Source: an optimization exercise on an open RTL-to-GDS flow (aim: small area, a short achievable clock period and few clock cycles per item). Production flows keep margins and buffers that such runs may drop. No functional check of the RTL was part of any run shown here. Power is estimated from default activity; no workload was simulated.

`flow/flow/run.sh`:
```
#!/bin/bash
# Standard layout, with port buffers of a small plain buffer instead of the
# default delay buffer.
cp standard.sh standard_sh_copy.log
export BUFFER_PORTS_ARGS="-buffer_cell sky130_fd_sc_hd__buf_2"
bash standard.sh > standard.log 2>&1
```
`flow/standard.sh`:
```
#!/bin/bash
# synth_recipe.tcl (not shown) runs the flow's synth.tcl, then flattens the netlist and writes it again
# the make line also repeats each setting of config.mk as NAME=value (left out here)
make -C /OpenROAD-flow-scripts/flow DESIGN_CONFIG=/design/flow/config.mk WORK_HOME=/design/flow/orfs CLKGATE_MAP_FILE= SYNTH_SCRIPT=/design/flow/synth_recipe.tcl "${@:-finish}"
```
`flow/config.mk`:
```
export PLATFORM = sky130hd
export DESIGN_NAME = mlp_sequencer
export DESIGN_NICKNAME = mlp_sequencer
export VERILOG_FILES = /design/flow/design.v
export SDC_FILE = /design/flow/constraint.sdc
export NUM_CORES = 4
export LEC_CHECK = 0
export CAP_MARGIN = 20
export CORE_MARGIN = 2
export CORE_UTILIZATION = 40
export CTS_BUF_LIST = sky130_fd_sc_hd__clkbuf_16
export CTS_CLUSTER_DIAMETER = 150
export CTS_CLUSTER_SIZE = 30
export SETUP_SLACK_MARGIN = 4.2
export SLEW_MARGIN = 20
```
`flow/constraint.sdc`:
```
create_clock -name core_clock -period 8.0 [get_ports {clk}]
set_input_delay 1.6000 -clock core_clock [delete_from_list [all_inputs] [get_ports {clk}]]
set_output_delay 1.6000 -clock core_clock [all_outputs]
set_load 0.01 [all_outputs]
```
`flow/design.v`:
```
module mlp_sequencer #(
   parameter int N1        = 98,
   parameter int N2        = 10,
   parameter int W_K       = 4,
   parameter int W_X       = 8,
   parameter int W_OUT     = 16,
   parameter int ACT_SHIFT = 4,
   parameter int OUT_SHIFT = 8
) (
   input  logic                         clk,
   input  logic                         rstn,
   input  logic                         s_valid,
   output logic                         s_ready,
   input  logic [W_X-1:0]               s_data,
   output logic                         m_valid,
   input  logic                         m_ready,
   output logic [W_OUT-1:0]             m_data,
   output logic                         busy,
   output logic [1:0]                   w_sel,
   output logic [$clog2(N2+1)-1:0]      w_neuron,
   output logic [$clog2(N1/2+1)-1:0]    w_idx,
   input  logic [W_K-1:0]               w_data,
   output logic [W_K-1:0]               tanh_idx,
   input  logic [W_OUT-1:0]             tanh_data
);
   localparam int HALF   = N1 / 2;
   localparam int NEU_W  = $clog2(N2 + 1);
   localparam int IDX_W  = $clog2(N1 / 2 + 1);
   localparam int ACC1_W = W_X + W_K + $clog2(N1 + 2) - 1;    
   localparam int ACC2_W = W_OUT + W_K + $clog2(N2 + 1) - 1;  
   localparam int XW     = (W_OUT > W_X) ? W_OUT : W_X;
   localparam int TAP    = 2;    
   localparam logic signed [ACC1_W-1:0] T_MAX = ACC1_W'(2 ** (W_K - 1) - 1);
   localparam logic signed [ACC1_W-1:0] T_MIN = ACC1_W'(-(2 ** (W_K - 1)));
   logic                     r_l2;       
   logic                     r_act;      
   logic [3:0]               r_pcnt;     
   logic                     r_first;    
   logic [1:0]               r_sel;
   logic [NEU_W-1:0]         r_neu;      
   logic [IDX_W-1:0]         r_idx;
   logic signed [XW-1:0]     r_x;
   logic [W_K-1:0]           r_t;
   logic [ACC2_W-ACC1_W-1:0] r_yh;       
   logic [W_OUT-2:0]         r_md;       
   logic                     r_m_valid;
   logic [N2*ACC1_W-1:0]     r_ring;
   logic                     r_mz, r_m2, r_fin, r_fin2;
   logic                     r_rdy;      
   logic                     r_neg0, r_one0, r_two0, r_neg1, r_one1, r_two1;
   logic                     w_bias, w_rdy, w_acc, w_last, w_mac, w_xld;
   logic [3:0]               w_pcnt;
   logic signed [XW-1:0]     w_x;
   logic [NEU_W-1:0]         w_neu_n;
   logic signed [ACC1_W-1:0] w_head, w_tap, w_sh;
   logic signed [ACC2_W-1:0] w_y;
   logic signed [ACC2_W-1:0] w_a, w_sum;
   logic [W_K-1:0]           w_t;
   assign w_head  = r_ring[ACC1_W-1:0];
   assign w_y     = {r_yh, r_ring[N2*ACC1_W-1 -: ACC1_W]};
   assign w_tap   = r_ring[TAP*ACC1_W +: ACC1_W];
   assign w_bias  = r_idx == IDX_W'(HALF);
   assign w_rdy   = r_rdy;
   assign w_acc   = s_valid && w_rdy;
   assign w_last  = r_pcnt == 4'd9;
   assign w_mac   = r_l2 ? r_pcnt != 4'd15 : (r_act || w_bias || w_acc);
   always_comb begin
      if (!r_l2) begin
         if (!r_act) w_pcnt = 4'd1;
         else if (w_last && w_bias && r_sel != 2'd0) w_pcnt = r_m_valid ? 4'd15 : 4'd0;
         else w_pcnt = r_pcnt + 1'b1;
      end else if (r_pcnt == 4'd15) begin
         w_pcnt = r_m_valid ? 4'd15 : 4'd0;
      end else begin
         w_pcnt = r_pcnt + 1'b1;
      end
   end
   always_comb begin
      w_xld = 1'b1;
      w_x   = $signed(tanh_data);
      if (!r_l2) begin
         w_xld = !r_act;
         w_x   = w_bias ? XW'(1) : XW'($signed(s_data));
      end else if (r_pcnt == 4'd10) begin
         w_x   = XW'(1);
      end
   end
   assign w_neu_n = (r_neu == NEU_W'(N2 - 1)) ? '0 : r_neu + 1'b1;
   assign s_ready  = rstn && w_rdy;
   assign busy     = rstn && !w_rdy;
   assign w_sel    = r_sel;
   assign w_neuron = r_neu;
   assign w_idx    = r_idx;
   assign tanh_idx = r_t;
   assign m_valid  = r_m_valid;
   assign m_data   = {r_md[W_OUT-2], r_md};
   logic             b_neg0, b_one0, b_two0, b_neg1, b_one1, b_two1;
   logic [XW:0]      b_x, b_x2, b_pp0, b_pp1;
   assign b_neg0 = r_neg0;
   assign b_one0 = r_one0;
   assign b_two0 = r_two0;
   assign b_neg1 = r_neg1;
   assign b_one1 = r_one1;
   assign b_two1 = r_two1;
   assign b_x    = {r_x[XW-1], r_x};
   assign b_x2   = {r_x, 1'b0};
   assign b_pp0  = (({(XW+1){b_one0}} & b_x) | ({(XW+1){b_two0}} & b_x2)) ^ {(XW+1){b_neg0}};
   assign b_pp1  = (({(XW+1){b_one1}} & b_x) | ({(XW+1){b_two1}} & b_x2)) ^ {(XW+1){b_neg1}};
   assign w_a    = r_mz ? '0 : r_m2 ? w_y : ACC2_W'(w_head);
   assign w_sum  = w_a + ACC2_W'($signed(b_pp0)) + ACC2_W'($signed({b_pp1, 2'b00}))
                 + ACC2_W'({b_neg1, 1'b0, b_neg0});
   always_comb begin
      w_sh = w_tap >>> ACT_SHIFT;
      if (w_sh > T_MAX)      w_t = W_K'(2 ** W_K - 1);
      else if (w_sh < T_MIN) w_t = '0;
      else                   w_t = W_K'(w_sh) ^ W_K'(2 ** (W_K - 1));
   end
   always_ff @(posedge clk) begin
      r_ring <= {w_sum[ACC1_W-1:0], r_ring[N2*ACC1_W-1:ACC1_W]};
      r_neg0 <= w_mac & w_data[1];
      r_one0 <= w_mac & w_data[0];
      r_two0 <= w_mac & w_data[1] & ~w_data[0];
      r_neg1 <= w_mac & w_data[3] & ~(w_data[2] & w_data[1]);
      r_one1 <= w_mac & (w_data[2] ^ w_data[1]);
      r_two1 <= w_mac & ((w_data[3] & ~w_data[2] & ~w_data[1]) | (~w_data[3] & w_data[2] & w_data[1]));
      r_pcnt <= w_pcnt;
      r_mz   <= r_l2 ? r_pcnt == 4'd0 : r_first;
      r_m2   <= r_l2 && r_pcnt != 4'd15;
      if (w_xld) r_x <= w_x;
      r_t    <= w_t;
      r_yh   <= w_sum[ACC2_W-1:ACC1_W];
      if (r_fin2) r_md <= w_y[OUT_SHIFT +: W_OUT-1];
   end
   always_ff @(posedge clk) begin
      if (!rstn) begin
         r_l2      <= 1'b0;
         r_act     <= 1'b0;
         r_first   <= 1'b1;
         r_sel     <= '0;
         r_neu     <= '0;
         r_idx     <= '0;
         r_m_valid <= 1'b0;
         r_fin     <= 1'b0;
         r_fin2    <= 1'b0;
         r_rdy     <= 1'b1;
      end else begin
         r_neu  <= w_neu_n;
         r_fin  <= r_l2 && r_pcnt == 4'd10;
         r_fin2 <= r_fin;
         if (r_fin2) r_m_valid <= 1'b1;
         else if (m_ready) r_m_valid <= 1'b0;
         if (!r_l2) begin
            if (!r_act) begin
               if (w_bias) begin
                  r_act <= 1'b1;
                  r_rdy <= 1'b0;
               end else if (w_acc) begin
                  if (|s_data) begin
                     r_act <= 1'b1;
                     r_rdy <= 1'b0;
                  end else begin
                     r_idx <= r_idx + 1'b1;
                     r_rdy <= r_idx != IDX_W'(HALF - 1);
                  end
               end
            end else begin
               if (w_last) begin
                  r_act   <= 1'b0;
                  r_first <= 1'b0;
                  if (!w_bias) begin
                     r_idx <= r_idx + 1'b1;
                     r_rdy <= r_idx != IDX_W'(HALF - 1);
                  end else if (r_sel == 2'd0) begin
                     r_sel <= 2'd1;
                     r_idx <= '0;
                     r_rdy <= 1'b1;
                  end else begin
                     r_l2   <= 1'b1;
                     r_sel  <= 2'd2;
                     r_idx  <= IDX_W'(w_neu_n);
                  end
               end
            end
         end else begin
            r_idx <= IDX_W'(w_neu_n);
            if (r_pcnt != 4'd15) begin
               if (r_pcnt == 4'd9) begin
                  r_idx <= IDX_W'(N2);
               end else if (r_pcnt == 4'd10) begin
                  r_rdy   <= 1'b1;
                  r_l2    <= 1'b0;
                  r_first <= 1'b1;
                  r_sel   <= '0;
                  r_idx   <= '0;
               end
            end
         end
      end
   end
endmodule
```
==> results of run 1 <==
-- stage by stage --
| step | area [um^2] | worst slack (ps) | util, % | hold WS (ps) |
|---|---|---|---|---|
| after floorplan | 9160 | 4220 | - | 310 |
| after global placement | 9760 | 3490 | 43.3 | 310 |
| after detailed placement | 9760 | 3350 | 43.3 | 312 |
| after CTS | 10200 | 4200 | 45.2 | 331 |
| after global routing | 10200 | 4180 | 45.4 | 340 |
| final | 10200 | 4280 | 45.4 | 324 |
-- registers in the layout, indices dropped and copies added, names as in the netlist, 2 cells and up --
register,flops
r_neu,4
r_t,4
r_ring,180
r_yh,5
r_sel,2
r_md,15
r_x,16
r_pcnt,4
r_idx,6
-- final cells by class --
cell class | instances | share of cell area (%)
Clock inverter | 6 | 0.379
Inverter | 30 | 1.22
Sequential cell | 251 | 52.2
Tap cell | 285 | 3.48
Clock buffer | 13 | 3.18
Timing Repair Buffer | 74 | 3.91
Multi-Input combinational cell | 461 | 35.6
-- routing by layer --
layer | wire [um] | up-vias
met2 | 6680 | 99
met5 | 0 | -
met1 | 8650 | 2534
met4 | 250 | 0
met3 | 615 | 15
li1 | - | 2804
-- cell families (layout without fill, tap and decap cells) --
| logic type | Yosys count | after routing |
|---|---|---|
| xor gates and xnor gates | 57 | 57 |
| adders and majority gates | 71 | 71 |
| DFF | 251 | 251 |
| AOI/OAI and AO/OA | 169 | 169 |
| buffers and inverters | 55 | 123 |
| and+or+nand+nor | 144 | 144 |
| muxes | 20 | 20 |
-- worst max-delay path: cells and delay by family --
kind | cells | cell delay [ps]
buf+inv | 3 | 390
simple gates | 1 | 120
-- power by group through the flow --
| stage | logic, uW | clock network (uW) | registers (uW) |
|---|---|---|---|
| after floorplan | 501 | 0 | 1910 |
| after global placement | 626 | 0 | 1990 |
| after detailed placement | 636 | 0 | 2000 |
| after CTS | 649 | 706 | 1980 |
| after global routing | 734 | 750 | 2020 |
| final | 652 | 684 | 1970 |
-- placed cells by master, fill, tap and decap left out, types with 19 or more instances in the layout --
master    count
a21oi_1      33
dfxtp_1     213
ha_1         49
xnor2_1      43
inv_1        33
fa_1         22
o21ai_0      31
edfxtp_1     31
nand2_1      36
buf_2        65
a22oi_1      33
nor2_1       37
a21o_1       22
mux2i_1      19
-- timing repair --
item | 4_1_cts | 5_1_grt
buffers inserted | 3 | 3
gates resized for setup | 14 | 9
setup endpoints to repair | 16 | 10
pin swaps | 2 | 4
-- final timing paths --
check | slack, ps | depth (start not counted) | end | startpoint
worst max register to register | 4340 | 13 | r_yh[4]$_DFF_P_ | r_x[1]$_DFFE_PN_
worst max-delay path | 4280 | 4 | busy | rstn
worst min register to register | 320 | 0 | r_ring[93]$_DFF_P_ | r_ring[111]$_DFF_P_
worst min-delay path | 320 | 0 | r_ring[93]$_DFF_P_ | r_ring[111]$_DFF_P_
==> reports/qor.yml, run 1 <==
sta:
  slew_viol_final: 0
  finalCriticalPeriod_ps: 3720
  clock_skew_ps: 17.2
  setup_violations: 0
  rsz0062_at_grt: "true"
  worst-slew-pin-transition_ps: 870
  finalCritPeriodShare_pct: 46.4
  max_freq_mhz: 269
  hold_viol: 0
  fin_tns_setup_ps: 0
  timing.slew.headroom_pct: 41.2
clock_network:
  clk-insertion-delay-late_ps: 480
  cts_tree: "built"
  clk_pin_slew_ps: 110
  cts_root_buf: "clkbuf_16"
  cts.sinks: 251
  cts_hold_buf: 0
  numCtsBuffers: 12
  clk_path_buf_depth: 3
  htree_levels: 1
grt:
  grt_max_degree: 32
  grt_first_pass_wirelength_um: 26500
  grt_pass1_vias: 5198
  met1_usage_pct: 20.6
  grt_busiest_layer: "met1"
  grt-ovfl-total: 0
  grt_usage_pct: 13.5
  use_met3_pct: 2.03
  antenna_found_initial: 0
  grtUsageMet2_pct: 20.4
layout:
  fin_nets: 933
  instances_no_fill: 1120
  drive_gt1_share_pct: 13.1
  nFillCells: 2133
  area_growth_pct: 11.9
  n_antenna_cell: 0
  final-seq-area_um2: 5350
  multi_input_area_um2: 3650
floorplanning:
  initial_core_util_pct: 40.5
  die-width_um: 155
  die_h_um: 155
  core_um2: 22600
  dieArea_um2: 24100
  std_cell_rows: 55
  ioPinCount: 67
place:
  place_congestion: 0.881
  dp_hpwl_um: 11800
  dpl.cell_count: 1095
  io_buffers: 66
synth:
  syn-mean-instance-area_um2: 11.9
  yosys.area_share.simple_pct: 7.98
  synth_nets: 870
  yosysMostFrequentCell: "dfxtp_1"
  synthAdderAreaFrac_pct: 11.5
  synth_edf_count: 31
  synth-xor-area-share_pct: 5.46
  synth_top_area_share_pct: 48.1
  syn_area_um2: 9150
  synth-main-ff-cell: "dfxtp_1"
  synth_seq_cells: 251
  synth_top_family_by_area: "compound AO/OA/AOI/OAI gates"
  synthTopCellsByCount: "dfxtp_1 (220), ha_1 (49), xnor2_1 (43), nor2_1 (37), nand2_1 (36)"
  synthCells: 767
  yosys.area.top_type: "dfxtp_1"
  yosys-top-cells-area: "dfxtp_1 (48%), edfxtp_1 (10%), ha_1 (6.7%), fa_1 (4.8%), xnor2_1 (4.1%)"
  yosysUniqueCellTypes: 52
  synth_compound_area_share_pct: 12.3
  synth_async_sr_flop_share_pct: 0
  synth_mux_area_share_pct: 2.20
  ys_seq_area_share_pct: 58.3
  ys_warn_count: 1
route:
  drt-total-wl_um: 16200
  drt_iter0_markers: 255
  via_per_inst: 4.87
  ant_nets: 0
  vias: 5452
  route.detailed.drc: 0
  drtPass1Iterations: 4
  wl_per_cell_um: 14.5
run:
  maxCapViolations: 0
power:
  p_leak_uw: 0.00427
  p_per_area_nw_per_um2: 323
  ir_worst_vdd_mv: 0.139
  internal_power_uw: 2370
  total_power_uw: 3300
  power_switching_uw: 936
  clockPowerShare_pct: 20.7
  power.share.switching_pct: 28.3
  combPwrFrac_pct: 19.7
  pwr-share-seq_pct: 59.6
worst_setup_path:
  cp_cell_sequence: "buf_6 -> clkinv_8 -> nor2_1 -> buf_2"
  cp_slowest_cell: "buf_6"
  slowest_delay_ps: 150
  endpoint_kind: "output pin"
  cp-start-kind: "input port"
  cp.required_ps: 6400
  cp_data_arrival_time_ps: 2120
  cp_max_fo: 12
  crit_type: "input port to output pin"
status:
  status: "no timing/DRC/antenna violations"
hold_path:
  hold_class: "register to register"
==> run 2: changes to the inputs <==
==> flow/flow/run.sh (replaced) <==
#!/bin/bash
# Standard layout with two changes: port buffers are plain buf_2 cells, and
# after placement the reset port buffer keeps only the gates of s_ready and
# busy, while a new buffer drives the rest of the reset net (flow/iso.tcl).
set -e
export BUFFER_PORTS_ARGS="-buffer_cell sky130_fd_sc_hd__buf_2"
bash standard.sh place > standard_place.log 2>&1
RES=$PWD/orfs/results/sky130hd/mlp_sequencer/base
RES=$RES OUT=$RES/3_place.odb openroad -no_init -exit flow/iso.tcl > iso.log 2>&1
bash standard.sh finish > standard_finish.log 2>&1
==> flow/flow/iso.tcl (new file) <==
# Give the reset port's fast path to s_ready/busy a buffer of its own: the
# port buffer keeps only the gates that feed those two outputs, and a new
# buffer drives the rest of the reset net.
set res $::env(RES)
read_db $res/3_place.odb
read_liberty /OpenROAD-flow-scripts/flow/platforms/sky130hd/lib/sky130_fd_sc_hd__tt_025C_1v80.lib
set block [ord::get_db_block]
set rport [$block findBTerm rstn]
set rnet [$rport getNet]
# port buffer: the one instance on the port net
set ib ""
foreach it [$rnet getITerms] { set ib [$it getInst] }
set onet ""
foreach it [$ib getITerms] { if {[$it isOutputSignal]} { set onet [$it getNet] } }
puts "reset port buffer [$ib getName] drives [$onet getName] with [llength [$onet getITerms]] pins"
# gates feeding the output buffers of s_ready and busy
set keep {}
foreach p {s_ready busy} {
  set pn [[$block findBTerm $p] getNet]
  foreach it [$pn getITerms] {
    set ob [$it getInst]
    foreach oit [$ob getITerms] {
      if {[$oit isInputSignal]} {
        set gnet [$oit getNet]
        foreach git [$gnet getITerms] {
          if {[$git isOutputSignal]} { lappend keep [[$git getInst] getName] }
        }
      }
    }
  }
}
puts "keep on port buffer: $keep"
set loads {}
set bx 0; set by 0; set n 0
foreach it [$onet getITerms] {
  if {[$it isInputSignal]} {
    set in [[$it getInst] getName]
    if {[lsearch $keep $in] < 0} {
      lappend loads "$in/[[$it getMTerm] getName]"
    }
  }
}
puts "moving [llength $loads] loads"
set loc [[$ib getBBox] xMin]
set x [expr {[[$ib getBBox] xMin] / 1000.0}]
set y [expr {[[$ib getBBox] yMin] / 1000.0}]
insert_buffer -buffer_cell sky130_fd_sc_hd__buf_4 -net [$onet getName] -load_pins $loads -location [list $x $y] -buffer_name rst_tree_buf
detailed_placement
check_placement
write_db $::env(OUT)
==> reports/qor.yml, run 2 <==
layout:
  final-seq-area_um2: 5350
  area_growth_pct: 12.2
  multi_input_area_um2: 3640
  design_area_um2: 10300
  reg.largest.list: "r_ring (180), r_x (16), r_md (15)"
  final_common_cell: "dfxtp_1"
  fin_nets: 936
  largest_reg_flops: 180
  post-route-util_pct: 45.5
  n_antenna_cell: 0
  nFillCells: 2136
  final_cell_mix: "dfxtp_1 (213), buf_2 (66), ha_1 (49), xnor2_1 (43)"
  regMostFlops: "r_ring"
  drive_gt1_share_pct: 13.4
synth:
  synth-main-ff-cell: "dfxtp_1"
  synth_edf_count: 31
  synth_top_area_share_pct: 48.1
  synth_nets: 870
  syn-mean-instance-area_um2: 11.9
  ys_warn_count: 1
  ys_seq_area_share_pct: 58.3
  synth_seq_cells: 251
  yosys-top-cells-area: "dfxtp_1 (48%), edfxtp_1 (10%), ha_1 (6.7%), fa_1 (4.8%), xnor2_1 (4.1%)"
  yosys.area.top_type: "dfxtp_1"
  synthCells: 767
  synth_async_sr_flop_share_pct: 0
  synthTopCellsByCount: "dfxtp_1 (220), ha_1 (49), xnor2_1 (43), nor2_1 (37), nand2_1 (36)"
  yosysMostFrequentCell: "dfxtp_1"
  syn_area_um2: 9150
  yosysUniqueCellTypes: 52
power:
  p_per_area_nw_per_um2: 321
  p_leak_uw: 0.00428
  ir_worst_vdd_mv: 0.145
grt:
  grt_max_degree: 32
  grt_first_pass_wirelength_um: 26500
  grt-ovfl-total: 0
  grt_usage_pct: 13.5
  grt_pass1_vias: 5219
  antenna_found_initial: 0
status:
  status: "no timing/DRC/antenna violations"
sta:
  fin_tns_setup_ps: 0
  max_freq_mhz: 267
  finalCritPeriodShare_pct: 46.8
  rsz0062_at_grt: "true"
  hold_viol: 0
  finalCriticalPeriod_ps: 3740
  slew_viol_final: 0
  timing.slew.headroom_pct: 40.9
  setup_violations: 0
  worst-slew-pin-transition_ps: 874
  clock_skew_ps: 22.0
clock_network:
  clk-insertion-delay-late_ps: 490
  htree_levels: 1
  cts_root_buf: "clkbuf_16"
  cts.sinks: 251
  cts_tree: "built"
  clk_pin_slew_ps: 110
  clk_path_buf_depth: 3
  numCtsBuffers: 12
worst_setup_path:
  cp.required_ps: 6400
  crit_top_cell: "buf_2"
  crit_buf_inv: 4
  cp_max_fo: 10
  regToRegSetupSlack_ps: 4360
  slowest_delay_ps: 140
  cp_slowest_cell: "buf_2"
  cp-start-kind: "input port"
  endpoint_kind: "output pin"
  reg2regPathDepth: 12
  reg2reg_from: "r_x[2]$_DFFE_PN_"
  crit_cells: 5
  crit_family: "buffers and inverters"
  r2r_end: "r_yh[2]$_DFF_P_"
  cp_data_arrival_time_ps: 2140
  crit_type: "input port to output pin"
  cp_cell_sequence: "buf_2 -> buf_8 -> clkinv_8 -> nor2_2 -> buf_2"
floorplanning:
  std_cell_rows: 55
  die-width_um: 155
  dieArea_um2: 24100
  die_h_um: 155
  initial_core_util_pct: 40.5
  ioPinCount: 67
  core_um2: 22600
route:
  drtPass1Iterations: 4
  ant_nets: 0
  via_per_inst: 4.84
  drt-total-wl_um: 16100
  wl_per_cell_um: 14.3
  vias: 5431
  route.detailed.drc: 0
  drt_iter0_markers: 235
hold_path:
  holdPathStages: 0
  hold_path_end: "r_ring[126]$_DFF_P_"
  hp-start: "r_ring[144]$_DFF_P_"
  hold_class: "register to register"
place:
  place_congestion: 0.881
  io_buffers: 66
  dp_hpwl_um: 11800
  place_area_um2: 9760
run:
  maxCapViolations: 0
==> run 2: area by class of cell <==
cell class,count,area share [%]
Sequential cell,251,52.2
Multi-Input combinational cell,461,35.5
Timing Repair Buffer,77,4.13
Tap cell,285,3.47
Clock buffer,13,3.17
Inverter,30,1.22
Clock inverter,6,0.378
==> run 2: worst register-to-register path, cell delays in order, from the launching register on <==
cell      delay [ps]
edfxtp_1         460
a22oi_1          220
xnor2_1          170
fa_1             470
fa_1             490
ha_1             240
fa_1             420
a21oi_2          160
nand4b_1         160
a21boi_2         110
a41oi_2          250
o21ai_0          180
a211oi_1         240
==> run 2: cells by family (layout without fill, tap and decap cells) <==
| group | Yosys count | count (layout) | share of synthesized area, % |
|---|---|---|---|
| adder cells (fa/ha/maj) | 71 | 71 | 11.5 |
| XOR/XNOR | 57 | 57 | 5.46 |
| AND/OR/NAND/NOR | 144 | 144 | 7.98 |
| AO/OA/AOI/OAI | 169 | 169 | 12.3 |
| multiplexers | 20 | 20 | 2.20 |
| buffers and inverters | 55 | 126 | 2.30 |
| flip-flops | 251 | 251 | 58.3 |
==> run 2: worst max path at each step <==
stage,startpoint,to,slack [ps]
floorplan,r_m2$_DFF_P_,r_yh[2]$_DFF_P_,4220
global placement,r_m2$_DFF_P_,r_yh[2]$_DFF_P_,3490
detailed placement,r_m2$_DFF_P_,r_ring[178]$_DFF_P_,3350
CTS,rstn,busy,4200
global route,r_x[1]$_DFFE_PN_,r_yh[3]$_DFF_P_,4170
finish,rstn,busy,4260
==> run 2: timing repair <==
action	in CTS	in global routing
endpoints found under the setup margin	16	10
gates resized for setup	16	7
gates cloned	0	0
hold buffers	0	0
pin swaps	2	2
buffers inserted	4	4
==> run 2: metrics by stage <==
step	setup slack (ps)	instances	hold WS, ps	power (uW)
finish	4260	1123	323	3300
global placement	3490	1095	310	2620
floorplan	4220	767	310	2410
CTS	4200	1119	328	3330
detailed placement	3350	1095	312	2630
global route	4170	1123	329	3510
==> run 2: power breakdown <==
| part | leakage (uW) | internal [uW] | total (uW) | switching (uW) |
|---|---|---|---|---|
| clock | 0.000197 | 303 | 683 | 380 |
| sequential | 0.00215 | 1780 | 1970 | 190 |
| combinational | 0.00194 | 286 | 650 | 364 |
==> run 2: metal layers <==
layer	wire [um]	global-route usage (%)	up-vias	share of wire (%)
met4	224	3.01	0	1.4
met1	8650	20.6	2524	54
met5	0	0	-	0
met3	548	2.03	17	3.4
li1	-	-	2811	-
met2	6670	20.2	79	41
==> run 3: changes to the inputs <==
--- a/flow/config.mk
+++ b/flow/config.mk
@@ -13,3 +13,3 @@
 export CTS_CLUSTER_SIZE = 30
-export SETUP_SLACK_MARGIN = 4.2
+export SETUP_SLACK_MARGIN = 4.45
 export SLEW_MARGIN = 20
==> reports/qor.yml, run 3 <==
sta:
  worst-slew-pin-transition_ps: 926
  slew_viol_final: 0
  max_freq_mhz: 276
  hold_viol: 0
  rsz0062_at_grt: "true"
  setup_violations: 0
  fin_tns_setup_ps: 0
  clock_skew_ps: 19.0
  finalCriticalPeriod_ps: 3620
  finalCritPeriodShare_pct: 45.3
  holdWs_ps: 320
  timing.slew.headroom_pct: 38.2
worst_setup_path:
  startpoint: "rstn"
  setup.worst_path.end: "busy"
  reg2regPathDepth: 12
  crit_type: "input port to output pin"
  regToRegSetupSlack_ps: 4470
  cp-start-kind: "input port"
  reg2reg_from: "r_x[1]$_DFFE_PN_"
  r2r_end: "r_yh[2]$_DFF_P_"
  cp.required_ps: 6400
  endpoint_kind: "output pin"
  cp_max_fo: 2
  cp_data_arrival_time_ps: 2020
grt:
  grt_first_pass_wirelength_um: 27200
  antenna_found_initial: 0
  grt_usage_pct: 14.1
  grt_pass1_vias: 5149
  grt-ovfl-total: 0
  grt_max_degree: 32
synth:
  syn_area_um2: 9150
  yosys.area.top_type: "dfxtp_1"
  synth_seq_cells: 251
  ys_warn_count: 1
  synthCells: 767
  yosys-top-cells-area: "dfxtp_1 (48%), edfxtp_1 (10%), ha_1 (6.7%), fa_1 (4.8%), xnor2_1 (4.1%)"
  yosysMostFrequentCell: "dfxtp_1"
  synth_top_area_share_pct: 48.1
  yosysUniqueCellTypes: 52
  synth_nets: 870
  synth_edf_count: 31
  synthTopCellsByCount: "dfxtp_1 (220), ha_1 (49), xnor2_1 (43), nor2_1 (37), nand2_1 (36)"
  syn-mean-instance-area_um2: 11.9
  ys_seq_area_share_pct: 58.3
  synth_async_sr_flop_share_pct: 0
  synth-main-ff-cell: "dfxtp_1"
floorplanning:
  core_um2: 22600
  std_cell_rows: 55
  die_h_um: 155
  die-width_um: 155
  initial_core_util_pct: 40.5
  dieArea_um2: 24100
  ioPinCount: 67
layout:
  drive_gt1_share_pct: 18.8
  final_cell_mix: "dfxtp_1 (212), buf_2 (63), xnor2_1 (41), ha_1 (37)"
  reg.largest.list: "r_ring (180), r_x (16), r_md (15)"
  largest_reg_flops: 180
  final-seq-area_um2: 5350
  nFillCells: 2066
  area_growth_pct: 16.1
  fin_nets: 946
  regMostFlops: "r_ring"
  final_common_cell: "dfxtp_1"
  n_antenna_cell: 0
  multi_input_area_um2: 3830
route:
  via_per_inst: 4.90
  drt_iter0_markers: 228
  wl_per_cell_um: 15.0
  drt-total-wl_um: 17000
  ant_nets: 0
  vias: 5557
  drtPass1Iterations: 5
  route.detailed.drc: 0
clock_network:
  numCtsBuffers: 12
  clk_pin_slew_ps: 110
  clk_path_buf_depth: 3
  cts_root_buf: "clkbuf_16"
  cts.sinks: 251
  clk-insertion-delay-late_ps: 490
  cts_hold_buf: 0
  cts_tree: "built"
  htree_levels: 1
power:
  p_per_area_nw_per_um2: 321
  p_leak_uw: 0.00438
  ir_worst_vdd_mv: 0.137
run:
  maxCapViolations: 0
place:
  place_congestion: 0.847
  io_buffers: 66
  dp_hpwl_um: 12000
hold_path:
  hold_class: "register to register"
status:
  status: "no timing/DRC/antenna violations"
run 3: changes by cell type in the layout (fill, tap and decap cells not counted), sizes merged:
| cell | previous run | this run |
|---|---|---|
| buf | 77 | 85 |
| bufbuf | 0 | 2 |
run 3: kinds of logic (layout without fill, tap and decap cells):
family	Yosys count	count (layout)	synth area share, %
multiplexers	20	20	2.20
adder cells (fa/ha/maj)	71	71	11.5
XOR/XNOR	57	57	5.46
flip-flops	251	251	58.3
AND/OR/NAND/NOR	144	144	7.98
AO/OA/AOI/OAI	169	169	12.3
buffers and inverters	55	136	2.30
run 3: worst min-delay path by stage:
| stage | slack [ps] | start | cells past startpoint | endpoint |
|---|---|---|---|---|
| after floorplan | 310 | r_ring[18]$_DFF_P_ | 0 | r_ring[0]$_DFF_P_ |
| after global placement | 310 | r_ring[103]$_DFF_P_ | 0 | r_ring[85]$_DFF_P_ |
| after detailed placement | 310 | r_ring[23]$_DFF_P_ | 0 | r_ring[5]$_DFF_P_ |
| after CTS | 330 | r_ring[72]$_DFF_P_ | 0 | r_ring[54]$_DFF_P_ |
| after global routing | 340 | r_ring[72]$_DFF_P_ | 0 | r_ring[54]$_DFF_P_ |
| final | 320 | r_ring[72]$_DFF_P_ | 0 | r_ring[54]$_DFF_P_ |
run 3: per-layer routing:
| layer | GRT usage [%] | routed length [um] | up-vias |
|---|---|---|---|
| met1 | 21.8 | 8860 | 2576 |
| met2 | 20.3 | 7000 | 128 |
| met4 | 4.02 | 410 | 0 |
| met5 | 0 | 0 | - |
| met3 | 2.01 | 684 | 25 |
| li1 | - | - | 2828 |
run 3: area by class of cell:
| cell class | instances | share of cell area (%) |
|---|---|---|
| Clock buffer | 13 | 3.06 |
| Timing Repair Buffer | 87 | 5.58 |
| Tap cell | 285 | 3.36 |
| Inverter | 30 | 1.18 |
| Multi-Input combinational cell | 461 | 36.1 |
| Clock inverter | 6 | 0.365 |
| Sequential cell | 251 | 50.4 |
run 3: what timing repair did:
item | in CTS | in global routing
gates cloned | 2 | 0
buffers inserted | 10 | 6
resized for setup | 29 | 40
pin swaps | 6 | 14
endpoints found under the setup margin | 14 | 13
run 3: worst max-delay path, stage by stage:
cell      delay (ps)
buf_8             80
buf_8            110
clkinv_8          40
nor2_4            90
buf_6            110
run 3: stage by stage:
step           instances  power (uW)  area, um^2  util [%]  worst slack [ps]
4_1_cts             1127        3360       10400      46.0              4360
5_1_grt             1133        3610       10600      47.1              4290
6_report            1133        3400       10600      47.1              4380
3_3_place_gp        1095        2640        9780      43.3              4030
3_5_place_dp        1095        2640        9780      43.3              3980
2_1_floorplan        767        2420        9200         -              4430
run 3: power by group:
group          internal [uW]  total [uW]  switching (uW)
sequential              1780        1990             208
clock                    303         682             379
combinational            338         737             399

-- afterwards: timing with drivers on the ports --
In the flow no input, the clock included, has a driving cell. The finished layouts below were timed again as built, in two steps.
Step 1, drivers: a clkbuf_16 drives clk and a buf_2 each remaining input, both assumed.
Step 2 adds t to the input delays and takes it off the output delays; t is the mean of the earliest and latest rising clock arrival at the registers after step 1. Input paths then give back, and output paths get back, about the clock's delay inside the block.
a / b / c = ideal / step 1 / step 2; a / b = the first two.
| run | shift t [ns] | slack for setup (ns) | hold WS [ns] | worst setup path after step 2 | worst register clock-pin slew, ns |
|---|---|---|---|---|---|
| run 1 | 0.522 | 4.285 / 4.246 / 4.246 | 0.324 / 0.324 / 0.324 | input to output | 0.12 / 0.12 |
| run 2 | 0.522 | 4.260 / 4.237 / 4.237 | 0.323 / 0.323 / 0.323 | input to output | 0.12 / 0.12 |
| run 3 | 0.524 | 4.375 / 4.323 / 4.323 | 0.320 / 0.320 / 0.320 | input to output | 0.11 / 0.11 |
After both steps every run listed still meets setup and hold. The setup slack of run 3, which loses most, moves by -0.052 ns with the drivers and by -0.052 ns with both steps.
